From an optimization exercise on the open Yosys and OpenROAD flow, aimed at small area, a short achievable clock period and few clock cycles per item; shortcuts taken in it are not production practice. At most, simulation tests tie the RTL to the original design; equivalence was not proved. No functional check of the RTL was part of run 2. Power figures rest on the tool's default switching activity, not on a simulated workload.

==> flow/design.v (outline; a module is shown in full before it is edited, if it fits) <==
// module ex_stage: 949 lines
module ex_stage (
    input  logic        clk,
    input  logic        rst,
    input  logic        id_ex_valid,
    input  logic [31:0] id_ex_pc,
    input  logic [31:0] id_ex_rs1_data,
    input  logic [31:0] id_ex_rs2_data,
    input  logic [31:0] id_ex_imm,
    input  logic        id_ex_alu_src,
    input  logic [3:0]  id_ex_alu_op,
    input  logic        id_ex_branch,
    input  logic [2:0]  id_ex_funct3,
    input  logic [4:0]  id_ex_rd,
    input  logic        id_ex_reg_write,
    input  logic        id_ex_mem_read,
    input  logic        id_ex_mem_write,
    input  logic        id_ex_mem_to_reg,
    input  logic [1:0]  forwardA,
    input  logic [1:0]  forwardB,
    input  logic [31:0] mem_wb_fwd_data,
    input  logic        mem_stall,
    input  logic        flush,
    output logic        ex_busy,
    output logic        ex_mem_valid,
    output logic        ex_mem_reg_write,
    output logic        ex_mem_mem_read,
    output logic        ex_mem_mem_write,
    output logic        ex_mem_mem_to_reg,
    output logic [31:0] ex_mem_alu_result,
    output logic [31:0] ex_mem_store_data,
    output logic [4:0]  ex_mem_rd,
    output logic        ex_mem_branch_taken,
    output logic [31:0] ex_mem_branch_target
);
  // ...
==> flow/flow/run.sh <==
#!/bin/bash
# Standard synthesis, then the standard layout with timing repair aimed
# below the clock period (setup margin in flow/margin.txt), so the achieved
# period shrinks. Ports are buffered with buf_2 rather than the delay cell
# buffer_ports picks by default.
set -euo pipefail
MARGIN=$(cat flow/margin.txt)
bash standard.sh synth > synth.log 2>&1
bash standard.sh SETUP_SLACK_MARGIN=$MARGIN "BUFFER_PORTS_ARGS=-buffer_cell sky130_fd_sc_hd__buf_2" finish > layout.log 2>&1
==> flow/flow/margin.txt <==
10
==> flow/standard.sh <==
#!/bin/bash
# synth_recipe.tcl (not shown) runs the flow's synth.tcl, then flattens the netlist and writes it again
# the make line also repeats each setting of config.mk as NAME=value (left out here)
make -C /OpenROAD-flow-scripts/flow DESIGN_CONFIG=/design/flow/config.mk WORK_HOME=/design/flow/orfs CLKGATE_MAP_FILE= SYNTH_SCRIPT=/design/flow/synth_recipe.tcl "${@:-finish}"
==> flow/config.mk <==
export PLATFORM = sky130hd
export DESIGN_NAME = ex_stage
export DESIGN_NICKNAME = ex_stage
export VERILOG_FILES = /design/flow/design.v
export SDC_FILE = /design/flow/constraint.sdc
export NUM_CORES = 4
export LEC_CHECK = 0
export CAP_MARGIN = 20
export CORE_MARGIN = 2
export CORE_UTILIZATION = 30
export SLEW_MARGIN = 20
==> flow/constraint.sdc <==
create_clock -name core_clock -period 18.0 [get_ports {clk}]
set_input_delay 3.6000 -clock core_clock [delete_from_list [all_inputs] [get_ports {clk}]]
set_output_delay 3.6000 -clock core_clock [all_outputs]
set_load 0.01 [all_outputs]
==> impl_metrics.yaml, run 1 <==
global_routing:
  busiest_layer: "met2"
  antenna_found_initial: 12
  use_met2: 0.4708
die:
  io_pins: 295
  core_area_sq_um: 97990
  die_w_microns: 317.8
cells_and_area:
  fin_area_sq_um: 36160
  dominant_cells: "multi-input combinational cells"
  seq_share: 0.1376
  syn_to_final_growth_pct: 22.39
  inv_count: 281
  post-route-util: 0.3691
  seq_cells: 169
critical_path:
  critPathTopFamily: "compound AO/OA/AOI/OAI gates"
  crit_start: "id_ex_imm[8]"
  cp_common_cell: "inv_2"
  startpoint_type: "primary input"
  cp_slowest_cell: "a222oi_1"
route:
  drc_errors: 0
  firstDrtPassIters: 10
  wl_microns: 171900
pwr:
  p_sw_mw: 1.720
  seqPwrFrac: 0.162
  clk-power_mw: 0.407
clock_network:
  cts_hold_buf: 0
  cts_root_buf: "clkbuf_16"
place:
  gp_congestion: 1.076
  hpwlAfterDp_microns: 130100
synth:
  synth_area_leader_cell: "edfxtp_1"
  synth-edff-count: 159
  synthesis.nets: 4320
  synth_flop_cell: "edfxtp_1"
status:
  status: "no timing/DRC/antenna violations"
sta:
  worst_pin_slew_ns: 1.312
  hold_viol: 0
Testbench counts, summed over its fixed seeds: cycles 25,557, instructions 16,000.
==> module ex_stage, before the edit <==
module ex_stage (
    input  logic        clk,
    input  logic        rst,
    input  logic        id_ex_valid,
    input  logic [31:0] id_ex_pc,
    input  logic [31:0] id_ex_rs1_data,
    input  logic [31:0] id_ex_rs2_data,
    input  logic [31:0] id_ex_imm,
    input  logic        id_ex_alu_src,
    input  logic [3:0]  id_ex_alu_op,
    input  logic        id_ex_branch,
    input  logic [2:0]  id_ex_funct3,
    input  logic [4:0]  id_ex_rd,
    input  logic        id_ex_reg_write,
    input  logic        id_ex_mem_read,
    input  logic        id_ex_mem_write,
    input  logic        id_ex_mem_to_reg,
    input  logic [1:0]  forwardA,
    input  logic [1:0]  forwardB,
    input  logic [31:0] mem_wb_fwd_data,
    input  logic        mem_stall,
    input  logic        flush,
    output logic        ex_busy,
    output logic        ex_mem_valid,
    output logic        ex_mem_reg_write,
    output logic        ex_mem_mem_read,
    output logic        ex_mem_mem_write,
    output logic        ex_mem_mem_to_reg,
    output logic [31:0] ex_mem_alu_result,
    output logic [31:0] ex_mem_store_data,
    output logic [4:0]  ex_mem_rd,
    output logic        ex_mem_branch_taken,
    output logic [31:0] ex_mem_branch_target
);
    logic [31:0] opa, fwdb, opb;
    always_comb begin
        case (forwardA)
            2'b01:   opa = ex_mem_alu_result;
            2'b10:   opa = mem_wb_fwd_data;
            default: opa = id_ex_rs1_data;
        endcase
        case (forwardB)
            2'b01:   fwdb = ex_mem_alu_result;
            2'b10:   fwdb = mem_wb_fwd_data;
            default: fwdb = id_ex_rs2_data;
        endcase
        opb = id_ex_alu_src ? id_ex_imm : fwdb;
    end
    logic        is_sub;
    logic [32:0] sum;
    logic        ltu, lts;
    logic [31:0] sh_in, sh_out, sh_rev;
    logic        sh_left, sh_fill;
    logic [31:0] alu_res;
    assign is_sub = (id_ex_alu_op != 4'd0);
    assign sum    = {1'b0, opa} + {1'b0, is_sub ? ~opb : opb} + {32'd0, is_sub};
    assign ltu    = ~sum[32];
    assign lts    = (opa[31] ^ opb[31]) ? opa[31] : sum[31];
    assign sh_left = (id_ex_alu_op == 4'd5);
    assign sh_fill = (id_ex_alu_op == 4'd7) & opa[31];
    always_comb begin
        for (int i = 0; i < 32; i++) sh_rev[i] = opa[31-i];
    end
    assign sh_in  = sh_left ? sh_rev : opa;
    assign sh_out = $unsigned({{32{sh_fill}}, sh_in} >> opb[4:0]);
    always_comb begin
        case (id_ex_alu_op)
            4'd0, 4'd1: alu_res = sum[31:0];
            4'd2:       alu_res = opa & opb;
            4'd3:       alu_res = opa | opb;
            4'd4:       alu_res = opa ^ opb;
            4'd5:       for (int i = 0; i < 32; i++) alu_res[i] = sh_out[31-i];
            4'd6, 4'd7: alu_res = sh_out;
            4'd8:       alu_res = {31'd0, lts};
            4'd9:       alu_res = {31'd0, ltu};
            default:    alu_res = opb;    
        endcase
    end
    logic [3:0]  sel_q;           
    logic         cl_q;            
    logic [31:0]  hh;              
    logic [7:0]  bsl;
    logic [39:0] xs, xc;          
    logic [8:0]  lowsum;
    logic         is_mul;
    logic [23:0] lo_q;
    logic [31:0] pp0;
    logic [31:0] pp1;
    logic [31:0] pp2;
    logic [31:0] pp3;
    logic [31:0] pp4;
    logic [31:0] pp5;
    logic [31:0] pp6;
    logic [31:0] pp7;
    logic fs0, fc0;
    logic fs1, fc1;
    logic fs2, fc2;
    logic fs3, fc3;
    logic fs4, fc4;
    logic fs5, fc5;
    logic fs6, fc6;
    logic fs7, fc7;
    logic fs8, fc8;
    logic fs9, fc9;
    logic fs10, fc10;
    logic fs11, fc11;
    logic fs12, fc12;
    logic fs13, fc13;
    logic fs14, fc14;
    logic fs15, fc15;
    logic fs16, fc16;
    logic fs17, fc17;
    logic fs18, fc18;
    logic fs19, fc19;
    logic fs20, fc20;
    logic fs21, fc21;
    logic fs22, fc22;
    logic fs23, fc23;
    logic fs24, fc24;
    logic fs25, fc25;
    logic fs26, fc26;
    logic fs27, fc27;
    logic fs28, fc28;
    logic fs29, fc29;
    logic fs30, fc30;
    logic fs31, fc31;
    logic fs32, fc32;
    logic fs33, fc33;
    logic fs34, fc34;
    logic fs35, fc35;
    logic fs36, fc36;
    logic fs37, fc37;
    logic fs38, fc38;
    logic fs39, fc39;
    logic fs40, fc40;
    logic fs41, fc41;
    logic fs42, fc42;
    logic fs43, fc43;
    logic fs44, fc44;
    logic fs45, fc45;
    logic fs46, fc46;
    logic fs47, fc47;
    logic fs48, fc48;
    logic fs49, fc49;
    logic fs50, fc50;
    logic fs51, fc51;
    logic fs52, fc52;
    logic fs53, fc53;
    logic fs54, fc54;
    logic fs55, fc55;
    logic fs56, fc56;
    logic fs57, fc57;
    logic fs58, fc58;
    logic fs59, fc59;
    logic fs60, fc60;
    logic fs61, fc61;
    logic fs62, fc62;
    logic fs63, fc63;
    logic fs64, fc64;
    logic fs65, fc65;
    logic fs66, fc66;
    logic fs67, fc67;
    logic fs68, fc68;
    logic fs69, fc69;
    logic fs70, fc70;
    logic fs71, fc71;
    logic fs72, fc72;
    logic fs73, fc73;
    logic fs74, fc74;
    logic fs75, fc75;
    logic fs76, fc76;
    logic fs77, fc77;
    logic fs78, fc78;
    logic fs79, fc79;
    logic fs80, fc80;
    logic fs81, fc81;
    logic fs82, fc82;
    logic fs83, fc83;
    logic fs84, fc84;
    logic fs85, fc85;
    logic fs86, fc86;
    logic fs87, fc87;
    logic fs88, fc88;
    logic fs89, fc89;
    logic fs90, fc90;
    logic fs91, fc91;
    logic fs92, fc92;
    logic fs93, fc93;
    logic fs94, fc94;
    logic fs95, fc95;
    logic fs96, fc96;
    logic fs97, fc97;
    logic fs98, fc98;
    logic fs99, fc99;
    logic fs100, fc100;
    logic fs101, fc101;
    logic fs102, fc102;
    logic fs103, fc103;
    logic fs104, fc104;
    logic fs105, fc105;
    logic fs106, fc106;
    logic fs107, fc107;
    logic fs108, fc108;
    logic fs109, fc109;
    logic fs110, fc110;
    logic fs111, fc111;
    logic fs112, fc112;
    logic fs113, fc113;
    logic fs114, fc114;
    logic fs115, fc115;
    logic fs116, fc116;
    logic fs117, fc117;
    logic fs118, fc118;
    logic fs119, fc119;
    logic fs120, fc120;
    logic fs121, fc121;
    logic fs122, fc122;
    logic fs123, fc123;
    logic fs124, fc124;
    logic fs125, fc125;
    logic fs126, fc126;
    logic fs127, fc127;
    logic fs128, fc128;
    logic fs129, fc129;
    logic fs130, fc130;
    logic fs131, fc131;
    logic fs132, fc132;
    logic fs133, fc133;
    logic fs134, fc134;
    logic fs135, fc135;
    logic fs136, fc136;
    logic fs137, fc137;
    logic fs138, fc138;
    logic fs139, fc139;
    logic fs140, fc140;
    logic fs141, fc141;
    logic fs142, fc142;
    logic fs143, fc143;
    logic fs144, fc144;
    logic fs145, fc145;
    logic fs146, fc146;
    logic fs147, fc147;
    logic fs148, fc148;
    logic fs149, fc149;
    logic fs150, fc150;
    logic fs151, fc151;
    logic fs152, fc152;
    logic fs153, fc153;
    logic fs154, fc154;
    logic fs155, fc155;
    logic fs156, fc156;
    logic fs157, fc157;
    logic fs158, fc158;
    logic fs159, fc159;
    logic fs160, fc160;
    logic fs161, fc161;
    logic fs162, fc162;
    logic fs163, fc163;
    logic fs164, fc164;
    logic fs165, fc165;
    logic fs166, fc166;
    logic fs167, fc167;
    logic fs168, fc168;
    logic fs169, fc169;
    logic fs170, fc170;
    logic fs171, fc171;
    logic fs172, fc172;
    logic fs173, fc173;
    logic fs174, fc174;
    logic fs175, fc175;
    logic fs176, fc176;
    logic fs177, fc177;
    logic fs178, fc178;
    logic fs179, fc179;
    logic fs180, fc180;
    logic fs181, fc181;
    logic fs182, fc182;
    logic fs183, fc183;
    logic fs184, fc184;
    logic fs185, fc185;
    logic fs186, fc186;
    logic fs187, fc187;
    logic fs188, fc188;
    logic fs189, fc189;
    logic fs190, fc190;
    logic fs191, fc191;
    logic fs192, fc192;
    logic fs193, fc193;
    logic fs194, fc194;
    logic fs195, fc195;
    logic fs196, fc196;
    logic fs197, fc197;
    logic fs198, fc198;
    logic fs199, fc199;
    logic fs200, fc200;
    logic fs201, fc201;
    logic fs202, fc202;
    logic fs203, fc203;
    logic fs204, fc204;
    logic fs205, fc205;
    logic fs206, fc206;
    logic fs207, fc207;
    logic fs208, fc208;
    logic fs209, fc209;
    logic hs0, hc0;
    logic hs1, hc1;
    logic hs2, hc2;
    logic hs3, hc3;
    logic hs4, hc4;
    logic hs5, hc5;
    logic hs6, hc6;
    assign is_mul = id_ex_alu_op[3] & id_ex_alu_op[1];    
    logic [31:0] b_rs2, b_mwb, b_exm, b_imm;
    logic [3:0]  g_rs2, g_mwb, g_exm, g_imm;
    logic         fb_exm, fb_mwb;
    assign fb_exm = (forwardB == 2'b01);
    assign fb_mwb = (forwardB == 2'b10);
    assign g_rs2  = sel_q & {4{~id_ex_alu_src & ~fb_exm & ~fb_mwb}};
    assign g_mwb  = sel_q & {4{~id_ex_alu_src & fb_mwb}};
    assign g_exm  = sel_q & {4{~id_ex_alu_src & fb_exm}};
    assign g_imm  = sel_q & {4{id_ex_alu_src}};
    assign b_rs2  = 32'(id_ex_rs2_data);
    assign b_mwb  = 32'(mem_wb_fwd_data);
    assign b_exm  = 32'(ex_mem_alu_result);
    assign b_imm  = 32'(id_ex_imm);
    assign bsl    = (b_rs2[0 +: 8] & {8{g_rs2[0]}}) |
                   (b_mwb[0 +: 8] & {8{g_mwb[0]}}) |
                   (b_exm[0 +: 8] & {8{g_exm[0]}}) |
                   (b_imm[0 +: 8] & {8{g_imm[0]}}) |
                   (b_rs2[8 +: 8] & {8{g_rs2[1]}}) |
                   (b_mwb[8 +: 8] & {8{g_mwb[1]}}) |
                   (b_exm[8 +: 8] & {8{g_exm[1]}}) |
                   (b_imm[8 +: 8] & {8{g_imm[1]}}) |
                   (b_rs2[16 +: 8] & {8{g_rs2[2]}}) |
                   (b_mwb[16 +: 8] & {8{g_mwb[2]}}) |
                   (b_exm[16 +: 8] & {8{g_exm[2]}}) |
                   (b_imm[16 +: 8] & {8{g_imm[2]}}) |
                   (b_rs2[24 +: 8] & {8{g_rs2[3]}}) |
                   (b_mwb[24 +: 8] & {8{g_mwb[3]}}) |
                   (b_exm[24 +: 8] & {8{g_exm[3]}}) |
                   (b_imm[24 +: 8] & {8{g_imm[3]}});
    assign hh     = {32{~sel_q[0]}} & (target_q + store_q + {31'd0, cl_q});
    assign pp0 = opa & {32{bsl[0]}};
    assign pp1 = opa & {32{bsl[1]}};
    assign pp2 = opa & {32{bsl[2]}};
    assign pp3 = opa & {32{bsl[3]}};
    assign pp4 = opa & {32{bsl[4]}};
    assign pp5 = opa & {32{bsl[5]}};
    assign pp6 = opa & {32{bsl[6]}};
    assign pp7 = opa & {32{bsl[7]}};
    assign hs0  = hh[5] ^ pp0[5];
    assign hc0 = hh[5] & pp0[5];
    assign fs0  = hh[6] ^ pp0[6] ^ pp1[5];
    assign fc0 = (hh[6] & pp0[6]) | (hh[6] & pp1[5]) | (pp0[6] & pp1[5]);
    assign hs1  = pp2[4] ^ pp3[3];
    assign hc1 = pp2[4] & pp3[3];
    assign fs1  = hh[7] ^ pp0[7] ^ pp1[6];
    assign fc1 = (hh[7] & pp0[7]) | (hh[7] & pp1[6]) | (pp0[7] & pp1[6]);
    assign fs2  = pp2[5] ^ pp3[4] ^ pp4[3];
    assign fc2 = (pp2[5] & pp3[4]) | (pp2[5] & pp4[3]) | (pp3[4] & pp4[3]);
    assign hs2  = pp5[2] ^ pp6[1];
    assign hc2 = pp5[2] & pp6[1];
    assign fs3  = hh[8] ^ pp0[8] ^ pp1[7];
    assign fc3 = (hh[8] & pp0[8]) | (hh[8] & pp1[7]) | (pp0[8] & pp1[7]);
    assign fs4  = pp2[6] ^ pp3[5] ^ pp4[4];
    assign fc4 = (pp2[6] & pp3[5]) | (pp2[6] & pp4[4]) | (pp3[5] & pp4[4]);
    assign fs5  = pp5[3] ^ pp6[2] ^ pp7[1];
    assign fc5 = (pp5[3] & pp6[2]) | (pp5[3] & pp7[1]) | (pp6[2] & pp7[1]);
    assign fs6  = hh[9] ^ pp0[9] ^ pp1[8];
    assign fc6 = (hh[9] & pp0[9]) | (hh[9] & pp1[8]) | (pp0[9] & pp1[8]);
    assign fs7  = pp2[7] ^ pp3[6] ^ pp4[5];
    assign fc7 = (pp2[7] & pp3[6]) | (pp2[7] & pp4[5]) | (pp3[6] & pp4[5]);
    assign fs8  = pp5[4] ^ pp6[3] ^ pp7[2];
    assign fc8 = (pp5[4] & pp6[3]) | (pp5[4] & pp7[2]) | (pp6[3] & pp7[2]);
    assign fs9  = hh[10] ^ pp0[10] ^ pp1[9];
    assign fc9 = (hh[10] & pp0[10]) | (hh[10] & pp1[9]) | (pp0[10] & pp1[9]);
    assign fs10  = pp2[8] ^ pp3[7] ^ pp4[6];
    assign fc10 = (pp2[8] & pp3[7]) | (pp2[8] & pp4[6]) | (pp3[7] & pp4[6]);
    assign fs11  = pp5[5] ^ pp6[4] ^ pp7[3];
    assign fc11 = (pp5[5] & pp6[4]) | (pp5[5] & pp7[3]) | (pp6[4] & pp7[3]);
    assign fs12  = hh[11] ^ pp0[11] ^ pp1[10];
    assign fc12 = (hh[11] & pp0[11]) | (hh[11] & pp1[10]) | (pp0[11] & pp1[10]);
    assign fs13  = pp2[9] ^ pp3[8] ^ pp4[7];
    assign fc13 = (pp2[9] & pp3[8]) | (pp2[9] & pp4[7]) | (pp3[8] & pp4[7]);
    assign fs14  = pp5[6] ^ pp6[5] ^ pp7[4];
    assign fc14 = (pp5[6] & pp6[5]) | (pp5[6] & pp7[4]) | (pp6[5] & pp7[4]);
    assign fs15  = hh[12] ^ pp0[12] ^ pp1[11];
    assign fc15 = (hh[12] & pp0[12]) | (hh[12] & pp1[11]) | (pp0[12] & pp1[11]);
    assign fs16  = pp2[10] ^ pp3[9] ^ pp4[8];
    assign fc16 = (pp2[10] & pp3[9]) | (pp2[10] & pp4[8]) | (pp3[9] & pp4[8]);
    assign fs17  = pp5[7] ^ pp6[6] ^ pp7[5];
    assign fc17 = (pp5[7] & pp6[6]) | (pp5[7] & pp7[5]) | (pp6[6] & pp7[5]);
    assign fs18  = hh[13] ^ pp0[13] ^ pp1[12];
    assign fc18 = (hh[13] & pp0[13]) | (hh[13] & pp1[12]) | (pp0[13] & pp1[12]);
    assign fs19  = pp2[11] ^ pp3[10] ^ pp4[9];
    assign fc19 = (pp2[11] & pp3[10]) | (pp2[11] & pp4[9]) | (pp3[10] & pp4[9]);
    assign fs20  = pp5[8] ^ pp6[7] ^ pp7[6];
    assign fc20 = (pp5[8] & pp6[7]) | (pp5[8] & pp7[6]) | (pp6[7] & pp7[6]);
    assign fs21  = hh[14] ^ pp0[14] ^ pp1[13];
    assign fc21 = (hh[14] & pp0[14]) | (hh[14] & pp1[13]) | (pp0[14] & pp1[13]);
    assign fs22  = pp2[12] ^ pp3[11] ^ pp4[10];
    assign fc22 = (pp2[12] & pp3[11]) | (pp2[12] & pp4[10]) | (pp3[11] & pp4[10]);
    assign fs23  = pp5[9] ^ pp6[8] ^ pp7[7];
    assign fc23 = (pp5[9] & pp6[8]) | (pp5[9] & pp7[7]) | (pp6[8] & pp7[7]);
    assign fs24  = hh[15] ^ pp0[15] ^ pp1[14];
    assign fc24 = (hh[15] & pp0[15]) | (hh[15] & pp1[14]) | (pp0[15] & pp1[14]);
    assign fs25  = pp2[13] ^ pp3[12] ^ pp4[11];
    assign fc25 = (pp2[13] & pp3[12]) | (pp2[13] & pp4[11]) | (pp3[12] & pp4[11]);
    assign fs26  = pp5[10] ^ pp6[9] ^ pp7[8];
    assign fc26 = (pp5[10] & pp6[9]) | (pp5[10] & pp7[8]) | (pp6[9] & pp7[8]);
    assign fs27  = hh[16] ^ pp0[16] ^ pp1[15];
    assign fc27 = (hh[16] & pp0[16]) | (hh[16] & pp1[15]) | (pp0[16] & pp1[15]);
    assign fs28  = pp2[14] ^ pp3[13] ^ pp4[12];
    assign fc28 = (pp2[14] & pp3[13]) | (pp2[14] & pp4[12]) | (pp3[13] & pp4[12]);
    assign fs29  = pp5[11] ^ pp6[10] ^ pp7[9];
    assign fc29 = (pp5[11] & pp6[10]) | (pp5[11] & pp7[9]) | (pp6[10] & pp7[9]);
    assign fs30  = hh[17] ^ pp0[17] ^ pp1[16];
    assign fc30 = (hh[17] & pp0[17]) | (hh[17] & pp1[16]) | (pp0[17] & pp1[16]);
    assign fs31  = pp2[15] ^ pp3[14] ^ pp4[13];
    assign fc31 = (pp2[15] & pp3[14]) | (pp2[15] & pp4[13]) | (pp3[14] & pp4[13]);
    assign fs32  = pp5[12] ^ pp6[11] ^ pp7[10];
    assign fc32 = (pp5[12] & pp6[11]) | (pp5[12] & pp7[10]) | (pp6[11] & pp7[10]);
    assign fs33  = hh[18] ^ pp0[18] ^ pp1[17];
    assign fc33 = (hh[18] & pp0[18]) | (hh[18] & pp1[17]) | (pp0[18] & pp1[17]);
    assign fs34  = pp2[16] ^ pp3[15] ^ pp4[14];
    assign fc34 = (pp2[16] & pp3[15]) | (pp2[16] & pp4[14]) | (pp3[15] & pp4[14]);
    assign fs35  = pp5[13] ^ pp6[12] ^ pp7[11];
    assign fc35 = (pp5[13] & pp6[12]) | (pp5[13] & pp7[11]) | (pp6[12] & pp7[11]);
    assign fs36  = hh[19] ^ pp0[19] ^ pp1[18];
    assign fc36 = (hh[19] & pp0[19]) | (hh[19] & pp1[18]) | (pp0[19] & pp1[18]);
    assign fs37  = pp2[17] ^ pp3[16] ^ pp4[15];
    assign fc37 = (pp2[17] & pp3[16]) | (pp2[17] & pp4[15]) | (pp3[16] & pp4[15]);
    assign fs38  = pp5[14] ^ pp6[13] ^ pp7[12];
    assign fc38 = (pp5[14] & pp6[13]) | (pp5[14] & pp7[12]) | (pp6[13] & pp7[12]);
    assign fs39  = hh[20] ^ pp0[20] ^ pp1[19];
    assign fc39 = (hh[20] & pp0[20]) | (hh[20] & pp1[19]) | (pp0[20] & pp1[19]);
    assign fs40  = pp2[18] ^ pp3[17] ^ pp4[16];
    assign fc40 = (pp2[18] & pp3[17]) | (pp2[18] & pp4[16]) | (pp3[17] & pp4[16]);
    assign fs41  = pp5[15] ^ pp6[14] ^ pp7[13];
    assign fc41 = (pp5[15] & pp6[14]) | (pp5[15] & pp7[13]) | (pp6[14] & pp7[13]);
    assign fs42  = hh[21] ^ pp0[21] ^ pp1[20];
    assign fc42 = (hh[21] & pp0[21]) | (hh[21] & pp1[20]) | (pp0[21] & pp1[20]);
    assign fs43  = pp2[19] ^ pp3[18] ^ pp4[17];
    assign fc43 = (pp2[19] & pp3[18]) | (pp2[19] & pp4[17]) | (pp3[18] & pp4[17]);
    assign fs44  = pp5[16] ^ pp6[15] ^ pp7[14];
    assign fc44 = (pp5[16] & pp6[15]) | (pp5[16] & pp7[14]) | (pp6[15] & pp7[14]);
    assign fs45  = hh[22] ^ pp0[22] ^ pp1[21];
    assign fc45 = (hh[22] & pp0[22]) | (hh[22] & pp1[21]) | (pp0[22] & pp1[21]);
    assign fs46  = pp2[20] ^ pp3[19] ^ pp4[18];
    assign fc46 = (pp2[20] & pp3[19]) | (pp2[20] & pp4[18]) | (pp3[19] & pp4[18]);
    assign fs47  = pp5[17] ^ pp6[16] ^ pp7[15];
    assign fc47 = (pp5[17] & pp6[16]) | (pp5[17] & pp7[15]) | (pp6[16] & pp7[15]);
    assign fs48  = hh[23] ^ pp0[23] ^ pp1[22];
    assign fc48 = (hh[23] & pp0[23]) | (hh[23] & pp1[22]) | (pp0[23] & pp1[22]);
    assign fs49  = pp2[21] ^ pp3[20] ^ pp4[19];
    assign fc49 = (pp2[21] & pp3[20]) | (pp2[21] & pp4[19]) | (pp3[20] & pp4[19]);
    assign fs50  = pp5[18] ^ pp6[17] ^ pp7[16];
    assign fc50 = (pp5[18] & pp6[17]) | (pp5[18] & pp7[16]) | (pp6[17] & pp7[16]);
    assign fs51  = hh[24] ^ pp0[24] ^ pp1[23];
    assign fc51 = (hh[24] & pp0[24]) | (hh[24] & pp1[23]) | (pp0[24] & pp1[23]);
    assign fs52  = pp2[22] ^ pp3[21] ^ pp4[20];
    assign fc52 = (pp2[22] & pp3[21]) | (pp2[22] & pp4[20]) | (pp3[21] & pp4[20]);
    assign fs53  = pp5[19] ^ pp6[18] ^ pp7[17];
    assign fc53 = (pp5[19] & pp6[18]) | (pp5[19] & pp7[17]) | (pp6[18] & pp7[17]);
    assign fs54  = hh[25] ^ pp0[25] ^ pp1[24];
    assign fc54 = (hh[25] & pp0[25]) | (hh[25] & pp1[24]) | (pp0[25] & pp1[24]);
    assign fs55  = pp2[23] ^ pp3[22] ^ pp4[21];
    assign fc55 = (pp2[23] & pp3[22]) | (pp2[23] & pp4[21]) | (pp3[22] & pp4[21]);
    assign fs56  = pp5[20] ^ pp6[19] ^ pp7[18];
    assign fc56 = (pp5[20] & pp6[19]) | (pp5[20] & pp7[18]) | (pp6[19] & pp7[18]);
    assign fs57  = hh[26] ^ pp0[26] ^ pp1[25];
    assign fc57 = (hh[26] & pp0[26]) | (hh[26] & pp1[25]) | (pp0[26] & pp1[25]);
    assign fs58  = pp2[24] ^ pp3[23] ^ pp4[22];
    assign fc58 = (pp2[24] & pp3[23]) | (pp2[24] & pp4[22]) | (pp3[23] & pp4[22]);
    assign fs59  = pp5[21] ^ pp6[20] ^ pp7[19];
    assign fc59 = (pp5[21] & pp6[20]) | (pp5[21] & pp7[19]) | (pp6[20] & pp7[19]);
    assign fs60  = hh[27] ^ pp0[27] ^ pp1[26];
    assign fc60 = (hh[27] & pp0[27]) | (hh[27] & pp1[26]) | (pp0[27] & pp1[26]);
    assign fs61  = pp2[25] ^ pp3[24] ^ pp4[23];
    assign fc61 = (pp2[25] & pp3[24]) | (pp2[25] & pp4[23]) | (pp3[24] & pp4[23]);
    assign fs62  = pp5[22] ^ pp6[21] ^ pp7[20];
    assign fc62 = (pp5[22] & pp6[21]) | (pp5[22] & pp7[20]) | (pp6[21] & pp7[20]);
    assign fs63  = hh[28] ^ pp0[28] ^ pp1[27];
    assign fc63 = (hh[28] & pp0[28]) | (hh[28] & pp1[27]) | (pp0[28] & pp1[27]);
    assign fs64  = pp2[26] ^ pp3[25] ^ pp4[24];
    assign fc64 = (pp2[26] & pp3[25]) | (pp2[26] & pp4[24]) | (pp3[25] & pp4[24]);
    assign fs65  = pp5[23] ^ pp6[22] ^ pp7[21];
    assign fc65 = (pp5[23] & pp6[22]) | (pp5[23] & pp7[21]) | (pp6[22] & pp7[21]);
    assign fs66  = hh[29] ^ pp0[29] ^ pp1[28];
    assign fc66 = (hh[29] & pp0[29]) | (hh[29] & pp1[28]) | (pp0[29] & pp1[28]);
    assign fs67  = pp2[27] ^ pp3[26] ^ pp4[25];
    assign fc67 = (pp2[27] & pp3[26]) | (pp2[27] & pp4[25]) | (pp3[26] & pp4[25]);
    assign fs68  = pp5[24] ^ pp6[23] ^ pp7[22];
    assign fc68 = (pp5[24] & pp6[23]) | (pp5[24] & pp7[22]) | (pp6[23] & pp7[22]);
    assign fs69  = hh[30] ^ pp0[30] ^ pp1[29];
    assign fc69 = (hh[30] & pp0[30]) | (hh[30] & pp1[29]) | (pp0[30] & pp1[29]);
    assign fs70  = pp2[28] ^ pp3[27] ^ pp4[26];
    assign fc70 = (pp2[28] & pp3[27]) | (pp2[28] & pp4[26]) | (pp3[27] & pp4[26]);
    assign fs71  = pp5[25] ^ pp6[24] ^ pp7[23];
    assign fc71 = (pp5[25] & pp6[24]) | (pp5[25] & pp7[23]) | (pp6[24] & pp7[23]);
    assign fs72  = hh[31] ^ pp0[31] ^ pp1[30];
    assign fc72 = (hh[31] & pp0[31]) | (hh[31] & pp1[30]) | (pp0[31] & pp1[30]);
    assign fs73  = pp2[29] ^ pp3[28] ^ pp4[27];
    assign fc73 = (pp2[29] & pp3[28]) | (pp2[29] & pp4[27]) | (pp3[28] & pp4[27]);
    assign fs74  = pp5[26] ^ pp6[25] ^ pp7[24];
    assign fc74 = (pp5[26] & pp6[25]) | (pp5[26] & pp7[24]) | (pp6[25] & pp7[24]);
    assign fs75  = pp1[31] ^ pp2[30] ^ pp3[29];
    assign fc75 = (pp1[31] & pp2[30]) | (pp1[31] & pp3[29]) | (pp2[30] & pp3[29]);
    assign fs76  = pp4[28] ^ pp5[27] ^ pp6[26];
    assign fc76 = (pp4[28] & pp5[27]) | (pp4[28] & pp6[26]) | (pp5[27] & pp6[26]);
    assign fs77  = pp2[31] ^ pp3[30] ^ pp4[29];
    assign fc77 = (pp2[31] & pp3[30]) | (pp2[31] & pp4[29]) | (pp3[30] & pp4[29]);
    assign hs3  = hh[3] ^ pp0[3];
    assign hc3 = hh[3] & pp0[3];
    assign fs78  = hh[4] ^ pp0[4] ^ pp1[3];
    assign fc78 = (hh[4] & pp0[4]) | (hh[4] & pp1[3]) | (pp0[4] & pp1[3]);
    assign hs4  = pp2[2] ^ pp3[1];
    assign hc4 = pp2[2] & pp3[1];
    assign fs79  = pp1[4] ^ pp2[3] ^ pp3[2];
    assign fc79 = (pp1[4] & pp2[3]) | (pp1[4] & pp3[2]) | (pp2[3] & pp3[2]);
    assign fs80  = pp4[1] ^ pp5[0] ^ hs0;
    assign fc80 = (pp4[1] & pp5[0]) | (pp4[1] & hs0) | (pp5[0] & hs0);
    assign fs81  = pp4[2] ^ pp5[1] ^ pp6[0];
    assign fc81 = (pp4[2] & pp5[1]) | (pp4[2] & pp6[0]) | (pp5[1] & pp6[0]);
    assign fs82  = hc0 ^ fs0 ^ hs1;
    assign fc82 = (hc0 & fs0) | (hc0 & hs1) | (fs0 & hs1);
    assign fs83  = pp7[0] ^ fc0 ^ hc1;
    assign fc83 = (pp7[0] & fc0) | (pp7[0] & hc1) | (fc0 & hc1);
    assign fs84  = fs1 ^ fs2 ^ hs2;
    assign fc84 = (fs1 & fs2) | (fs1 & hs2) | (fs2 & hs2);
    assign fs85  = fc1 ^ fc2 ^ hc2;
    assign fc85 = (fc1 & fc2) | (fc1 & hc2) | (fc2 & hc2);
    assign fs86  = fs3 ^ fs4 ^ fs5;
    assign fc86 = (fs3 & fs4) | (fs3 & fs5) | (fs4 & fs5);
    assign fs87  = fc3 ^ fc4 ^ fc5;
    assign fc87 = (fc3 & fc4) | (fc3 & fc5) | (fc4 & fc5);
    assign fs88  = fs6 ^ fs7 ^ fs8;
    assign fc88 = (fs6 & fs7) | (fs6 & fs8) | (fs7 & fs8);
    assign fs89  = fc6 ^ fc7 ^ fc8;
    assign fc89 = (fc6 & fc7) | (fc6 & fc8) | (fc7 & fc8);
    assign fs90  = fs9 ^ fs10 ^ fs11;
    assign fc90 = (fs9 & fs10) | (fs9 & fs11) | (fs10 & fs11);
    assign fs91  = fc9 ^ fc10 ^ fc11;
    assign fc91 = (fc9 & fc10) | (fc9 & fc11) | (fc10 & fc11);
    assign fs92  = fs12 ^ fs13 ^ fs14;
    assign fc92 = (fs12 & fs13) | (fs12 & fs14) | (fs13 & fs14);
    assign fs93  = fc12 ^ fc13 ^ fc14;
    assign fc93 = (fc12 & fc13) | (fc12 & fc14) | (fc13 & fc14);
    assign fs94  = fs15 ^ fs16 ^ fs17;
    assign fc94 = (fs15 & fs16) | (fs15 & fs17) | (fs16 & fs17);
    assign fs95  = fc15 ^ fc16 ^ fc17;
    assign fc95 = (fc15 & fc16) | (fc15 & fc17) | (fc16 & fc17);
    assign fs96  = fs18 ^ fs19 ^ fs20;
    assign fc96 = (fs18 & fs19) | (fs18 & fs20) | (fs19 & fs20);
    assign fs97  = fc18 ^ fc19 ^ fc20;
    assign fc97 = (fc18 & fc19) | (fc18 & fc20) | (fc19 & fc20);
    assign fs98  = fs21 ^ fs22 ^ fs23;
    assign fc98 = (fs21 & fs22) | (fs21 & fs23) | (fs22 & fs23);
    assign fs99  = fc21 ^ fc22 ^ fc23;
    assign fc99 = (fc21 & fc22) | (fc21 & fc23) | (fc22 & fc23);
    assign fs100  = fs24 ^ fs25 ^ fs26;
    assign fc100 = (fs24 & fs25) | (fs24 & fs26) | (fs25 & fs26);
    assign fs101  = fc24 ^ fc25 ^ fc26;
    assign fc101 = (fc24 & fc25) | (fc24 & fc26) | (fc25 & fc26);
    assign fs102  = fs27 ^ fs28 ^ fs29;
    assign fc102 = (fs27 & fs28) | (fs27 & fs29) | (fs28 & fs29);
    assign fs103  = fc27 ^ fc28 ^ fc29;
    assign fc103 = (fc27 & fc28) | (fc27 & fc29) | (fc28 & fc29);
    assign fs104  = fs30 ^ fs31 ^ fs32;
    assign fc104 = (fs30 & fs31) | (fs30 & fs32) | (fs31 & fs32);
    assign fs105  = fc30 ^ fc31 ^ fc32;
    assign fc105 = (fc30 & fc31) | (fc30 & fc32) | (fc31 & fc32);
    assign fs106  = fs33 ^ fs34 ^ fs35;
    assign fc106 = (fs33 & fs34) | (fs33 & fs35) | (fs34 & fs35);
    assign fs107  = fc33 ^ fc34 ^ fc35;
    assign fc107 = (fc33 & fc34) | (fc33 & fc35) | (fc34 & fc35);
    assign fs108  = fs36 ^ fs37 ^ fs38;
    assign fc108 = (fs36 & fs37) | (fs36 & fs38) | (fs37 & fs38);
    assign fs109  = fc36 ^ fc37 ^ fc38;
    assign fc109 = (fc36 & fc37) | (fc36 & fc38) | (fc37 & fc38);
    assign fs110  = fs39 ^ fs40 ^ fs41;
    assign fc110 = (fs39 & fs40) | (fs39 & fs41) | (fs40 & fs41);
    assign fs111  = fc39 ^ fc40 ^ fc41;
    assign fc111 = (fc39 & fc40) | (fc39 & fc41) | (fc40 & fc41);
    assign fs112  = fs42 ^ fs43 ^ fs44;
    assign fc112 = (fs42 & fs43) | (fs42 & fs44) | (fs43 & fs44);
    assign fs113  = fc42 ^ fc43 ^ fc44;
    assign fc113 = (fc42 & fc43) | (fc42 & fc44) | (fc43 & fc44);
    assign fs114  = fs45 ^ fs46 ^ fs47;
    assign fc114 = (fs45 & fs46) | (fs45 & fs47) | (fs46 & fs47);
    assign fs115  = fc45 ^ fc46 ^ fc47;
    assign fc115 = (fc45 & fc46) | (fc45 & fc47) | (fc46 & fc47);
    assign fs116  = fs48 ^ fs49 ^ fs50;
    assign fc116 = (fs48 & fs49) | (fs48 & fs50) | (fs49 & fs50);
    assign fs117  = fc48 ^ fc49 ^ fc50;
    assign fc117 = (fc48 & fc49) | (fc48 & fc50) | (fc49 & fc50);
    assign fs118  = fs51 ^ fs52 ^ fs53;
    assign fc118 = (fs51 & fs52) | (fs51 & fs53) | (fs52 & fs53);
    assign fs119  = fc51 ^ fc52 ^ fc53;
    assign fc119 = (fc51 & fc52) | (fc51 & fc53) | (fc52 & fc53);
    assign fs120  = fs54 ^ fs55 ^ fs56;
    assign fc120 = (fs54 & fs55) | (fs54 & fs56) | (fs55 & fs56);
    assign fs121  = fc54 ^ fc55 ^ fc56;
    assign fc121 = (fc54 & fc55) | (fc54 & fc56) | (fc55 & fc56);
    assign fs122  = fs57 ^ fs58 ^ fs59;
    assign fc122 = (fs57 & fs58) | (fs57 & fs59) | (fs58 & fs59);
    assign fs123  = fc57 ^ fc58 ^ fc59;
    assign fc123 = (fc57 & fc58) | (fc57 & fc59) | (fc58 & fc59);
    assign fs124  = fs60 ^ fs61 ^ fs62;
    assign fc124 = (fs60 & fs61) | (fs60 & fs62) | (fs61 & fs62);
    assign fs125  = fc60 ^ fc61 ^ fc62;
    assign fc125 = (fc60 & fc61) | (fc60 & fc62) | (fc61 & fc62);
    assign fs126  = fs63 ^ fs64 ^ fs65;
    assign fc126 = (fs63 & fs64) | (fs63 & fs65) | (fs64 & fs65);
    assign fs127  = fc63 ^ fc64 ^ fc65;
    assign fc127 = (fc63 & fc64) | (fc63 & fc65) | (fc64 & fc65);
    assign fs128  = fs66 ^ fs67 ^ fs68;
    assign fc128 = (fs66 & fs67) | (fs66 & fs68) | (fs67 & fs68);
    assign fs129  = fc66 ^ fc67 ^ fc68;
    assign fc129 = (fc66 & fc67) | (fc66 & fc68) | (fc67 & fc68);
    assign fs130  = fs69 ^ fs70 ^ fs71;
    assign fc130 = (fs69 & fs70) | (fs69 & fs71) | (fs70 & fs71);
    assign fs131  = fc69 ^ fc70 ^ fc71;
    assign fc131 = (fc69 & fc70) | (fc69 & fc71) | (fc70 & fc71);
    assign fs132  = fs72 ^ fs73 ^ fs74;
    assign fc132 = (fs72 & fs73) | (fs72 & fs74) | (fs73 & fs74);
    assign fs133  = pp7[25] ^ fc72 ^ fc73;
    assign fc133 = (pp7[25] & fc72) | (pp7[25] & fc73) | (fc72 & fc73);
    assign fs134  = fc74 ^ fs75 ^ fs76;
    assign fc134 = (fc74 & fs75) | (fc74 & fs76) | (fs75 & fs76);
    assign fs135  = pp5[28] ^ pp6[27] ^ pp7[26];
    assign fc135 = (pp5[28] & pp6[27]) | (pp5[28] & pp7[26]) | (pp6[27] & pp7[26]);
    assign fs136  = fc75 ^ fc76 ^ fs77;
    assign fc136 = (fc75 & fc76) | (fc75 & fs77) | (fc76 & fs77);
    assign fs137  = pp3[31] ^ pp4[30] ^ pp5[29];
    assign fc137 = (pp3[31] & pp4[30]) | (pp3[31] & pp5[29]) | (pp4[30] & pp5[29]);
    assign fs138  = pp6[28] ^ pp7[27] ^ fc77;
    assign fc138 = (pp6[28] & pp7[27]) | (pp6[28] & fc77) | (pp7[27] & fc77);
    assign fs139  = pp4[31] ^ pp5[30] ^ pp6[29];
    assign fc139 = (pp4[31] & pp5[30]) | (pp4[31] & pp6[29]) | (pp5[30] & pp6[29]);
    assign hs5  = hh[2] ^ pp0[2];
    assign hc5 = hh[2] & pp0[2];
    assign fs140  = pp1[2] ^ pp2[1] ^ pp3[0];
    assign fc140 = (pp1[2] & pp2[1]) | (pp1[2] & pp3[0]) | (pp2[1] & pp3[0]);
    assign fs141  = pp4[0] ^ hc3 ^ fs78;
    assign fc141 = (pp4[0] & hc3) | (pp4[0] & fs78) | (hc3 & fs78);
    assign fs142  = fc78 ^ hc4 ^ fs79;
    assign fc142 = (fc78 & hc4) | (fc78 & fs79) | (hc4 & fs79);
    assign fs143  = fc79 ^ fc80 ^ fs81;
    assign fc143 = (fc79 & fc80) | (fc79 & fs81) | (fc80 & fs81);
    assign fs144  = fc81 ^ fc82 ^ fs83;
    assign fc144 = (fc81 & fc82) | (fc81 & fs83) | (fc82 & fs83);
    assign fs145  = fc83 ^ fc84 ^ fs85;
    assign fc145 = (fc83 & fc84) | (fc83 & fs85) | (fc84 & fs85);
    assign fs146  = fc85 ^ fc86 ^ fs87;
    assign fc146 = (fc85 & fc86) | (fc85 & fs87) | (fc86 & fs87);
    assign fs147  = fc87 ^ fc88 ^ fs89;
    assign fc147 = (fc87 & fc88) | (fc87 & fs89) | (fc88 & fs89);
    assign fs148  = fc89 ^ fc90 ^ fs91;
    assign fc148 = (fc89 & fc90) | (fc89 & fs91) | (fc90 & fs91);
    assign fs149  = fc91 ^ fc92 ^ fs93;
    assign fc149 = (fc91 & fc92) | (fc91 & fs93) | (fc92 & fs93);
    assign fs150  = fc93 ^ fc94 ^ fs95;
    assign fc150 = (fc93 & fc94) | (fc93 & fs95) | (fc94 & fs95);
    assign fs151  = fc95 ^ fc96 ^ fs97;
    assign fc151 = (fc95 & fc96) | (fc95 & fs97) | (fc96 & fs97);
    assign fs152  = fc97 ^ fc98 ^ fs99;
    assign fc152 = (fc97 & fc98) | (fc97 & fs99) | (fc98 & fs99);
    assign fs153  = fc99 ^ fc100 ^ fs101;
    assign fc153 = (fc99 & fc100) | (fc99 & fs101) | (fc100 & fs101);
    assign fs154  = fc101 ^ fc102 ^ fs103;
    assign fc154 = (fc101 & fc102) | (fc101 & fs103) | (fc102 & fs103);
    assign fs155  = fc103 ^ fc104 ^ fs105;
    assign fc155 = (fc103 & fc104) | (fc103 & fs105) | (fc104 & fs105);
    assign fs156  = fc105 ^ fc106 ^ fs107;
    assign fc156 = (fc105 & fc106) | (fc105 & fs107) | (fc106 & fs107);
    assign fs157  = fc107 ^ fc108 ^ fs109;
    assign fc157 = (fc107 & fc108) | (fc107 & fs109) | (fc108 & fs109);
    assign fs158  = fc109 ^ fc110 ^ fs111;
    assign fc158 = (fc109 & fc110) | (fc109 & fs111) | (fc110 & fs111);
    assign fs159  = fc111 ^ fc112 ^ fs113;
    assign fc159 = (fc111 & fc112) | (fc111 & fs113) | (fc112 & fs113);
    assign fs160  = fc113 ^ fc114 ^ fs115;
    assign fc160 = (fc113 & fc114) | (fc113 & fs115) | (fc114 & fs115);
    assign fs161  = fc115 ^ fc116 ^ fs117;
    assign fc161 = (fc115 & fc116) | (fc115 & fs117) | (fc116 & fs117);
    assign fs162  = fc117 ^ fc118 ^ fs119;
    assign fc162 = (fc117 & fc118) | (fc117 & fs119) | (fc118 & fs119);
    assign fs163  = fc119 ^ fc120 ^ fs121;
    assign fc163 = (fc119 & fc120) | (fc119 & fs121) | (fc120 & fs121);
    assign fs164  = fc121 ^ fc122 ^ fs123;
    assign fc164 = (fc121 & fc122) | (fc121 & fs123) | (fc122 & fs123);
    assign fs165  = fc123 ^ fc124 ^ fs125;
    assign fc165 = (fc123 & fc124) | (fc123 & fs125) | (fc124 & fs125);
    assign fs166  = fc125 ^ fc126 ^ fs127;
    assign fc166 = (fc125 & fc126) | (fc125 & fs127) | (fc126 & fs127);
    assign fs167  = fc127 ^ fc128 ^ fs129;
    assign fc167 = (fc127 & fc128) | (fc127 & fs129) | (fc128 & fs129);
    assign fs168  = fc129 ^ fc130 ^ fs131;
    assign fc168 = (fc129 & fc130) | (fc129 & fs131) | (fc130 & fs131);
    assign fs169  = fc131 ^ fc132 ^ fs133;
    assign fc169 = (fc131 & fc132) | (fc131 & fs133) | (fc132 & fs133);
    assign fs170  = fc133 ^ fc134 ^ fs135;
    assign fc170 = (fc133 & fc134) | (fc133 & fs135) | (fc134 & fs135);
    assign fs171  = fc135 ^ fc136 ^ fs137;
    assign fc171 = (fc135 & fc136) | (fc135 & fs137) | (fc136 & fs137);
    assign fs172  = pp7[28] ^ fc137 ^ fc138;
    assign fc172 = (pp7[28] & fc137) | (pp7[28] & fc138) | (fc137 & fc138);
    assign fs173  = pp5[31] ^ pp6[30] ^ pp7[29];
    assign fc173 = (pp5[31] & pp6[30]) | (pp5[31] & pp7[29]) | (pp6[30] & pp7[29]);
    assign hs6  = hh[1] ^ pp0[1];
    assign hc6 = hh[1] & pp0[1];
    assign fs174  = pp1[1] ^ pp2[0] ^ hs5;
    assign fc174 = (pp1[1] & pp2[0]) | (pp1[1] & hs5) | (pp2[0] & hs5);
    assign fs175  = hs3 ^ hc5 ^ fs140;
    assign fc175 = (hs3 & hc5) | (hs3 & fs140) | (hc5 & fs140);
    assign fs176  = hs4 ^ fc140 ^ fs141;
    assign fc176 = (hs4 & fc140) | (hs4 & fs141) | (fc140 & fs141);
    assign fs177  = fs80 ^ fc141 ^ fs142;
    assign fc177 = (fs80 & fc141) | (fs80 & fs142) | (fc141 & fs142);
    assign fs178  = fs82 ^ fc142 ^ fs143;
    assign fc178 = (fs82 & fc142) | (fs82 & fs143) | (fc142 & fs143);
    assign fs179  = fs84 ^ fc143 ^ fs144;
    assign fc179 = (fs84 & fc143) | (fs84 & fs144) | (fc143 & fs144);
    assign fs180  = fs86 ^ fc144 ^ fs145;
    assign fc180 = (fs86 & fc144) | (fs86 & fs145) | (fc144 & fs145);
    assign fs181  = fs88 ^ fc145 ^ fs146;
    assign fc181 = (fs88 & fc145) | (fs88 & fs146) | (fc145 & fs146);
    assign fs182  = fs90 ^ fc146 ^ fs147;
    assign fc182 = (fs90 & fc146) | (fs90 & fs147) | (fc146 & fs147);
    assign fs183  = fs92 ^ fc147 ^ fs148;
    assign fc183 = (fs92 & fc147) | (fs92 & fs148) | (fc147 & fs148);
    assign fs184  = fs94 ^ fc148 ^ fs149;
    assign fc184 = (fs94 & fc148) | (fs94 & fs149) | (fc148 & fs149);
    assign fs185  = fs96 ^ fc149 ^ fs150;
    assign fc185 = (fs96 & fc149) | (fs96 & fs150) | (fc149 & fs150);
    assign fs186  = fs98 ^ fc150 ^ fs151;
    assign fc186 = (fs98 & fc150) | (fs98 & fs151) | (fc150 & fs151);
    assign fs187  = fs100 ^ fc151 ^ fs152;
    assign fc187 = (fs100 & fc151) | (fs100 & fs152) | (fc151 & fs152);
    assign fs188  = fs102 ^ fc152 ^ fs153;
    assign fc188 = (fs102 & fc152) | (fs102 & fs153) | (fc152 & fs153);
    assign fs189  = fs104 ^ fc153 ^ fs154;
    assign fc189 = (fs104 & fc153) | (fs104 & fs154) | (fc153 & fs154);
    assign fs190  = fs106 ^ fc154 ^ fs155;
    assign fc190 = (fs106 & fc154) | (fs106 & fs155) | (fc154 & fs155);
    assign fs191  = fs108 ^ fc155 ^ fs156;
    assign fc191 = (fs108 & fc155) | (fs108 & fs156) | (fc155 & fs156);
    assign fs192  = fs110 ^ fc156 ^ fs157;
    assign fc192 = (fs110 & fc156) | (fs110 & fs157) | (fc156 & fs157);
    assign fs193  = fs112 ^ fc157 ^ fs158;
    assign fc193 = (fs112 & fc157) | (fs112 & fs158) | (fc157 & fs158);
    assign fs194  = fs114 ^ fc158 ^ fs159;
    assign fc194 = (fs114 & fc158) | (fs114 & fs159) | (fc158 & fs159);
    assign fs195  = fs116 ^ fc159 ^ fs160;
    assign fc195 = (fs116 & fc159) | (fs116 & fs160) | (fc159 & fs160);
    assign fs196  = fs118 ^ fc160 ^ fs161;
    assign fc196 = (fs118 & fc160) | (fs118 & fs161) | (fc160 & fs161);
    assign fs197  = fs120 ^ fc161 ^ fs162;
    assign fc197 = (fs120 & fc161) | (fs120 & fs162) | (fc161 & fs162);
    assign fs198  = fs122 ^ fc162 ^ fs163;
    assign fc198 = (fs122 & fc162) | (fs122 & fs163) | (fc162 & fs163);
    assign fs199  = fs124 ^ fc163 ^ fs164;
    assign fc199 = (fs124 & fc163) | (fs124 & fs164) | (fc163 & fs164);
    assign fs200  = fs126 ^ fc164 ^ fs165;
    assign fc200 = (fs126 & fc164) | (fs126 & fs165) | (fc164 & fs165);
    assign fs201  = fs128 ^ fc165 ^ fs166;
    assign fc201 = (fs128 & fc165) | (fs128 & fs166) | (fc165 & fs166);
    assign fs202  = fs130 ^ fc166 ^ fs167;
    assign fc202 = (fs130 & fc166) | (fs130 & fs167) | (fc166 & fs167);
    assign fs203  = fs132 ^ fc167 ^ fs168;
    assign fc203 = (fs132 & fc167) | (fs132 & fs168) | (fc167 & fs168);
    assign fs204  = fs134 ^ fc168 ^ fs169;
    assign fc204 = (fs134 & fc168) | (fs134 & fs169) | (fc168 & fs169);
    assign fs205  = fs136 ^ fc169 ^ fs170;
    assign fc205 = (fs136 & fc169) | (fs136 & fs170) | (fc169 & fs170);
    assign fs206  = fs138 ^ fc170 ^ fs171;
    assign fc206 = (fs138 & fc170) | (fs138 & fs171) | (fc170 & fs171);
    assign fs207  = fs139 ^ fc171 ^ fs172;
    assign fc207 = (fs139 & fc171) | (fs139 & fs172) | (fc171 & fs172);
    assign fs208  = fc139 ^ fc172 ^ fs173;
    assign fc208 = (fc139 & fc172) | (fc139 & fs173) | (fc172 & fs173);
    assign fs209  = pp6[31] ^ pp7[30] ^ fc173;
    assign fc209 = (pp6[31] & pp7[30]) | (pp6[31] & fc173) | (pp7[30] & fc173);
    assign xs[0] = hh[0];
    assign xc[0] = pp0[0];
    assign xs[1] = pp1[0];
    assign xc[1] = hs6;
    assign xs[2] = hc6;
    assign xc[2] = fs174;
    assign xs[3] = fc174;
    assign xc[3] = fs175;
    assign xs[4] = fc175;
    assign xc[4] = fs176;
    assign xs[5] = fc176;
    assign xc[5] = fs177;
    assign xs[6] = fc177;
    assign xc[6] = fs178;
    assign xs[7] = fc178;
    assign xc[7] = fs179;
    assign xs[8] = fc179;
    assign xc[8] = fs180;
    assign xs[9] = fc180;
    assign xc[9] = fs181;
    assign xs[10] = fc181;
    assign xc[10] = fs182;
    assign xs[11] = fc182;
    assign xc[11] = fs183;
    assign xs[12] = fc183;
    assign xc[12] = fs184;
    assign xs[13] = fc184;
    assign xc[13] = fs185;
    assign xs[14] = fc185;
    assign xc[14] = fs186;
    assign xs[15] = fc186;
    assign xc[15] = fs187;
    assign xs[16] = fc187;
    assign xc[16] = fs188;
    assign xs[17] = fc188;
    assign xc[17] = fs189;
    assign xs[18] = fc189;
    assign xc[18] = fs190;
    assign xs[19] = fc190;
    assign xc[19] = fs191;
    assign xs[20] = fc191;
    assign xc[20] = fs192;
    assign xs[21] = fc192;
    assign xc[21] = fs193;
    assign xs[22] = fc193;
    assign xc[22] = fs194;
    assign xs[23] = fc194;
    assign xc[23] = fs195;
    assign xs[24] = fc195;
    assign xc[24] = fs196;
    assign xs[25] = fc196;
    assign xc[25] = fs197;
    assign xs[26] = fc197;
    assign xc[26] = fs198;
    assign xs[27] = fc198;
    assign xc[27] = fs199;
    assign xs[28] = fc199;
    assign xc[28] = fs200;
    assign xs[29] = fc200;
    assign xc[29] = fs201;
    assign xs[30] = fc201;
    assign xc[30] = fs202;
    assign xs[31] = fc202;
    assign xc[31] = fs203;
    assign xs[32] = fc203;
    assign xc[32] = fs204;
    assign xs[33] = fc204;
    assign xc[33] = fs205;
    assign xs[34] = fc205;
    assign xc[34] = fs206;
    assign xs[35] = fc206;
    assign xc[35] = fs207;
    assign xs[36] = fc207;
    assign xc[36] = fs208;
    assign xs[37] = fc208;
    assign xc[37] = fs209;
    assign xs[38] = pp7[31];
    assign xc[38] = fc209;
    assign xs[39] = 1'b0;
    assign xc[39] = 1'b0;
    assign lowsum = {1'b0, xs[7:0]} + {1'b0, xc[7:0]};
    logic br_eq, br_ltu, br_lts, br_cond;
    assign br_eq  = (opa == fwdb);
    assign br_ltu = (opa < fwdb);
    assign br_lts = (opa[31] ^ fwdb[31]) ? opa[31] : br_ltu;
    always_comb begin
        case (id_ex_funct3[2:1])
            2'b00:   br_cond = br_eq;
            2'b10:   br_cond = br_lts;
            default: br_cond = br_ltu;
        endcase
        br_cond = br_cond ^ id_ex_funct3[0];
    end
    logic accept, mul_step, last;
    assign last     = sel_q[3];
    assign ex_busy  = is_mul & ~last;
    assign accept   = id_ex_valid & ~ex_busy & ~mem_stall & ~flush;
    assign mul_step = id_ex_valid & is_mul & ~last & ~flush & ~mem_stall;
    always_ff @(posedge clk) begin
        if (rst || flush || !id_ex_valid || accept) begin
            sel_q <= 4'(1);
        end else if (mul_step) begin
            sel_q <= sel_q << 1;
        end
    end
    always_ff @(posedge clk) begin
        if (mul_step) begin
            lo_q <= {lowsum[7:0], lo_q[23:8]};
            cl_q <= lowsum[8];
        end
    end
    logic        valid_q, rw_q, mr_q, mw_q, m2r_q, taken_q;
    logic [31:0] res_s_q, res_c_q, store_q, target_q;
    logic        res_ci_q;
    logic [4:0]  rd_q;
    logic [31:0] res_s_d, res_c_d;
    logic        res_ci_d;
    logic m_lo, m_hi;
    assign m_lo = is_mul & ~id_ex_alu_op[0];
    assign m_hi = is_mul & id_ex_alu_op[0];
    assign res_s_d  = ({32{m_lo}} & {xs[7:0], lo_q}) | ({32{m_hi}} & xs[39:8]) |
                      ({32{~is_mul}} & alu_res);
    assign res_c_d  = ({32{m_lo}} & {xc[7:0], 24'd0}) | ({32{m_hi}} & xc[39:8]);
    assign res_ci_d = m_hi & lowsum[8];
    always_ff @(posedge clk) begin
        if (rst || flush) begin
            valid_q <= 1'b0;
            rw_q    <= 1'b0;
            mr_q    <= 1'b0;
            mw_q    <= 1'b0;
            m2r_q   <= 1'b0;
            taken_q <= 1'b0;
        end else if (!mem_stall) begin
            valid_q <= accept;
            rw_q    <= accept & id_ex_reg_write;
            mr_q    <= accept & id_ex_mem_read;
            mw_q    <= accept & id_ex_mem_write;
            m2r_q   <= accept & id_ex_mem_to_reg;
            taken_q <= accept & id_ex_branch & br_cond;
        end
    end
    always_ff @(posedge clk) begin
        if (accept) begin
            res_s_q   <= res_s_d;
            res_c_q   <= res_c_d;
            res_ci_q  <= res_ci_d;
            store_q   <= fwdb;
            rd_q      <= id_ex_rd;
            target_q  <= id_ex_pc + id_ex_imm;
        end else if (mul_step) begin
            store_q   <= xc[39:8];
            target_q  <= xs[39:8];
        end
    end
    assign ex_mem_valid         = valid_q;
    assign ex_mem_reg_write     = rw_q;
    assign ex_mem_mem_read      = mr_q;
    assign ex_mem_mem_write     = mw_q;
    assign ex_mem_mem_to_reg    = m2r_q;
    assign ex_mem_alu_result    = res_s_q + res_c_q + {31'd0, res_ci_q};
    assign ex_mem_store_data    = store_q;
    assign ex_mem_rd            = rd_q;
    assign ex_mem_branch_taken  = taken_q;
    assign ex_mem_branch_target = target_q;
endmodule
==> run 2, diff against run 1 <==
--- a/flow/design.v
+++ b/flow/design.v
@@ -51,4 +51,5 @@
     logic        ltu, lts;
-    logic [31:0] sh_in, sh_out, sh_rev;
-    logic        sh_left, sh_fill;
+    logic        is_shift, sh_right;
+    logic [31:0] opa_rev, ain;
+    logic [7:0]  shdec;
     logic [31:0] alu_res;
@@ -58,9 +59,9 @@
     assign lts    = (opa[31] ^ opb[31]) ? opa[31] : sum[31];
-    assign sh_left = (id_ex_alu_op == 4'd5);
-    assign sh_fill = (id_ex_alu_op == 4'd7) & opa[31];
+    assign is_shift = ~id_ex_alu_op[3] & id_ex_alu_op[2] & (id_ex_alu_op[1] | id_ex_alu_op[0]);
+    assign sh_right = is_shift & id_ex_alu_op[1];
     always_comb begin
-        for (int i = 0; i < 32; i++) sh_rev[i] = opa[31-i];
+        for (int i = 0; i < 32; i++) opa_rev[i] = opa[31-i];
+        for (int i = 0; i < 8; i++) shdec[i] = (opb[2:0] == 3'(i));
     end
-    assign sh_in  = sh_left ? sh_rev : opa;
-    assign sh_out = $unsigned({{32{sh_fill}}, sh_in} >> opb[4:0]);
+    assign ain = sh_right ? opa_rev : opa;
     always_comb begin
@@ -71,4 +72,2 @@
             4'd4:       alu_res = opa ^ opb;
-            4'd5:       for (int i = 0; i < 32; i++) alu_res[i] = sh_out[31-i];
-            4'd6, 4'd7: alu_res = sh_out;
             4'd8:       alu_res = {31'd0, lts};
@@ -317,6 +316,6 @@
     assign fb_mwb = (forwardB == 2'b10);
-    assign g_rs2  = sel_q & {4{~id_ex_alu_src & ~fb_exm & ~fb_mwb}};
-    assign g_mwb  = sel_q & {4{~id_ex_alu_src & fb_mwb}};
-    assign g_exm  = sel_q & {4{~id_ex_alu_src & fb_exm}};
-    assign g_imm  = sel_q & {4{id_ex_alu_src}};
+    assign g_rs2  = sel_q & {4{~is_shift & ~id_ex_alu_src & ~fb_exm & ~fb_mwb}};
+    assign g_mwb  = sel_q & {4{~is_shift & ~id_ex_alu_src & fb_mwb}};
+    assign g_exm  = sel_q & {4{~is_shift & ~id_ex_alu_src & fb_exm}};
+    assign g_imm  = sel_q & {4{~is_shift & id_ex_alu_src}};
     assign b_rs2  = 32'(id_ex_rs2_data);
@@ -340,12 +339,13 @@
                    (b_exm[24 +: 8] & {8{g_exm[3]}}) |
-                   (b_imm[24 +: 8] & {8{g_imm[3]}});
+                   (b_imm[24 +: 8] & {8{g_imm[3]}}) |
+                   (shdec & {8{is_shift}});
     assign hh     = {32{~sel_q[0]}} & (target_q + store_q + {31'd0, cl_q});
-    assign pp0 = opa & {32{bsl[0]}};
-    assign pp1 = opa & {32{bsl[1]}};
-    assign pp2 = opa & {32{bsl[2]}};
-    assign pp3 = opa & {32{bsl[3]}};
-    assign pp4 = opa & {32{bsl[4]}};
-    assign pp5 = opa & {32{bsl[5]}};
-    assign pp6 = opa & {32{bsl[6]}};
-    assign pp7 = opa & {32{bsl[7]}};
+    assign pp0 = ain & {32{bsl[0]}};
+    assign pp1 = ain & {32{bsl[1]}};
+    assign pp2 = ain & {32{bsl[2]}};
+    assign pp3 = ain & {32{bsl[3]}};
+    assign pp4 = ain & {32{bsl[4]}};
+    assign pp5 = ain & {32{bsl[5]}};
+    assign pp6 = ain & {32{bsl[6]}};
+    assign pp7 = ain & {32{bsl[7]}};
     assign hs0  = hh[5] ^ pp0[5];
@@ -899,2 +899,5 @@
     logic [4:0]  rd_q;
+    logic [4:0]  sh_amt_q;            
+    logic        sh_rev_q, sh_fill_q;
+    logic [31:0] res_sum, res_shl, res_fill, res_out;
     logic [31:0] res_s_d, res_c_d;
@@ -905,4 +908,6 @@
     assign res_s_d  = ({32{m_lo}} & {xs[7:0], lo_q}) | ({32{m_hi}} & xs[39:8]) |
-                      ({32{~is_mul}} & alu_res);
-    assign res_c_d  = ({32{m_lo}} & {xc[7:0], 24'd0}) | ({32{m_hi}} & xc[39:8]);
+                      ({32{is_shift}} & xs[31:0]) |
+                      ({32{~is_mul & ~is_shift}} & alu_res);
+    assign res_c_d  = ({32{m_lo}} & {xc[7:0], 24'd0}) | ({32{m_hi}} & xc[39:8]) |
+                      ({32{is_shift}} & xc[31:0]);
     assign res_ci_d = m_hi & lowsum[8];
@@ -931,2 +936,5 @@
             store_q   <= fwdb;
+            sh_amt_q  <= {5{is_shift}} & opb[4:0];
+            sh_rev_q  <= sh_right;
+            sh_fill_q <= sh_right & id_ex_alu_op[0] & opa[31];
             rd_q      <= id_ex_rd;
@@ -943,3 +951,12 @@
     assign ex_mem_mem_to_reg    = m2r_q;
-    assign ex_mem_alu_result    = res_s_q + res_c_q + {31'd0, res_ci_q};
+    assign res_sum  = res_s_q + res_c_q + {31'd0, res_ci_q};
+    assign res_shl  = res_sum << {sh_amt_q[4:3], 3'd0};
+    always_comb begin
+        for (int i = 0; i < 32; i++) res_fill[i] = sh_fill_q & (5'(i) < sh_amt_q);
+    end
+    always_comb begin
+        for (int i = 0; i < 32; i++) res_out[i] = sh_rev_q ? (res_shl[31-i] | res_fill[31-i])
+                                                             : res_shl[i];
+    end
+    assign ex_mem_alu_result    = res_out;
     assign ex_mem_store_data    = store_q;
==> run 2 against run 1 <==
- now fails the layout checks on slew limit
- clock power is 7.4% lower
- largest power group unchanged
- synthesized cell count is 7.9% lower
- register-to-register slack worse by 0.30 ns
- non-clock buffer count is 98 higher
- worst hold slack worse by 0.012 ns
- maximum frequency is 0.50% lower
- combinational power is about 20% higher
- core utilization is 2.8 points higher
- clock skew is 0.0031 ns higher
- critical endpoint is now res_s_q[27]$_DFFE_PP_
- power is 15% higher
==> impl_metrics.yaml, run 2 <==
clock_network:
  cts_hold_buf: 0
  cts.clk_slew.worst_paths_ns: 0.08
  cts_sinks: 176
  cts_root_buf: "clkbuf_16"
sta:
  slew_viol_final: 25
  max_freq_mhz: 119.3
  tns_ns: 0
  finalCritPeriodShare: 0.4659
  worst_pin_slew_ns: 1.502
  hold_viol: 0
  slew_headroom: -0.001480
  fin_crit_ns: 8.386
synth:
  synth_area_leader_cell: "edfxtp_1"
  synthesis.nets: 4029
  synth_common_cells: "nand2_1, inv_1, o21ai_0"
  synth_seq_cells: 176
  synth-edff-count: 166
  synthTopCellsByArea: "edfxtp_1, fa_1, ha_1"
  synth_flop_cell: "edfxtp_1"
  yosysMostFrequentCell: "nand2_1"
global_routing:
  first_global_vias: 29118
  antenna_found_initial: 5
route:
  vias: 31413
  drc_errors: 0
  vias_per_cell: 6.159
  firstDrtPassIters: 7
  post_drt_wl_per_cell_microns: 32.83
  wl_microns: 167400
status:
  failed_checks: "slew limit"
  status: "failed layout checks"
cells_and_area:
  layout_commonest_cell: "nand2_1"
  most-common-layout-cells: "nand2_1, buf_2, ha_1, inv_1, buf_4"
  post-route-util: 0.3971
  fill_cells: 9378
  syn_to_final_growth_pct: 31.32
  layout-drive-gt1-share: 0.3204
  fin_area_sq_um: 37010
die:
  rows: 112
  core_area_sq_um: 93190
  die_w_microns: 310.5
  io_pins: 295
place:
  gp_congestion: 1.076
  hpwlAfterDp_microns: 126100
pwr:
  p_sw_mw: 1.964
  seqPwrFrac: 0.150
  p_clk_frac: 0.100
critical_path:
  cp_slowest_cell: "a222oi_1"
  crit_fanout: 19
  startpoint_type: "primary input"
## run 2: changes by cell type after synthesis, moves of 15 or more
cell | previous run | this run
nor2_1 | 308 | 201
nor2b_1 | 27 | 80
a21oi_1 | 234 | 195
mux2i_1 | 26 | 64
clkbuf_1 | 178 | 143
and3_1 | 63 | 29
nand3_1 | 78 | 45
inv_1 | 271 | 300
o22ai_1 | 41 | 16
nand2_1 | 456 | 434
a22o_1 | 17 | 34
xor2_1 | 45 | 28
o221ai_1 | 29 | 13
nor3_1 | 55 | 40
## run 2: worst max-delay path, delay by kind of cell
family	cells	cell delay (ns)
adder cells (fa/ha/maj)	4	1.59
AO/OA/AOI/OAI	7	1.58
buffers and inverters	8	1.03
AND/OR/NAND/NOR	6	0.79
## run 2: path summary, 6_finish.rpt
check	from	to	slack (ns)	depth (start not counted)
hold / removal	lo_q[9]$_DFFE_PP_	lo_q[1]$_DFFE_PP_	0.46	0
setup reg to reg	res_s_q[0]$_DFFE_PP_	res_s_q[4]$_DFFE_PP_	10.17	21
hold reg to reg	lo_q[9]$_DFFE_PP_	lo_q[1]$_DFFE_PP_	0.46	0
setup / recovery	id_ex_alu_src	res_s_q[27]$_DFFE_PP_	9.61	25
## run 2: what timing repair did
action	CTS	global route
cloned	18	4
pin swaps	134	145
gates resized for setup	391	311
setup buffers	127	60
endpoints found under the setup margin	143	147
## run 2: power groups by stage
stage | clock [mW] | combinational, mW | sequential [mW]
after global placement | 0 | 2.21 | 0.576
final | 0.377 | 2.83 | 0.567
after global routing | 0.394 | 2.91 | 0.569
after floorplan | 0 | 1.24 | 0.568
after detailed placement | 0 | 2.21 | 0.574
after CTS | 0.382 | 2.49 | 0.566
## run 2: kinds of logic (layout without fill, tap and decap cells)
family / count (synthesis) / count (layout) / synth area share
other: 0 / 4 / 0
AND/OR/NAND/NOR: 1035 / 1035 / 0.1723
buffers and inverters: 482 / 936 / 0.06517
flip-flops: 176 / 176 / 0.1840
multiplexers: 85 / 85 / 0.03232
XOR/XNOR: 107 / 107 / 0.03325
adder cells (fa/ha/maj): 454 / 454 / 0.2594
AO/OA/AOI/OAI: 1049 / 1049 / 0.2536
## run 2: area by class of cell
type                            instances  area (sq um)  share of cell area
Multi-Input combinational cell       2730         23490              0.6347
Sequential cell                       176          5185              0.1401
Timing Repair Buffer                  597          4991              0.1349
Tap cell                             1254          1569             0.04240
Inverter                              306          1200             0.03242
Clock buffer                           20         467.9             0.01264
Clock inverter                         12         92.59            0.002502
Antenna cell                            4         10.01           0.0002705
Timing Repair inverter                  1         5.005           0.0001352
## run 2: through the flow
stage	total power, mW	worst slack, ns	hold slack, ns	instances
detailed placement	2.786	7.505	0.4425	4855
finish	3.776	9.614	0.4618	5100
global placement	2.781	7.517	0.4323	4854
floorplan	1.812	9.745	0.4222	3388
global route	3.868	9.532	0.4706	5096
CTS	3.433	9.747	0.4551	5032
## run 2: routing by layer
metal  track usage  share of wire
met1        0.4302           0.37
met4        0.2136          0.081
met2        0.4939           0.41
met5             0              0
met3        0.1003           0.13

Check on run 2: ideal ports give 9.614 ns setup slack; a clkbuf_16 on the clock port and buf_2 on the inputs give 9.635 ns; moving port delays by the midpoint clock arrival (0.560 ns) as well gives 9.074 ns.
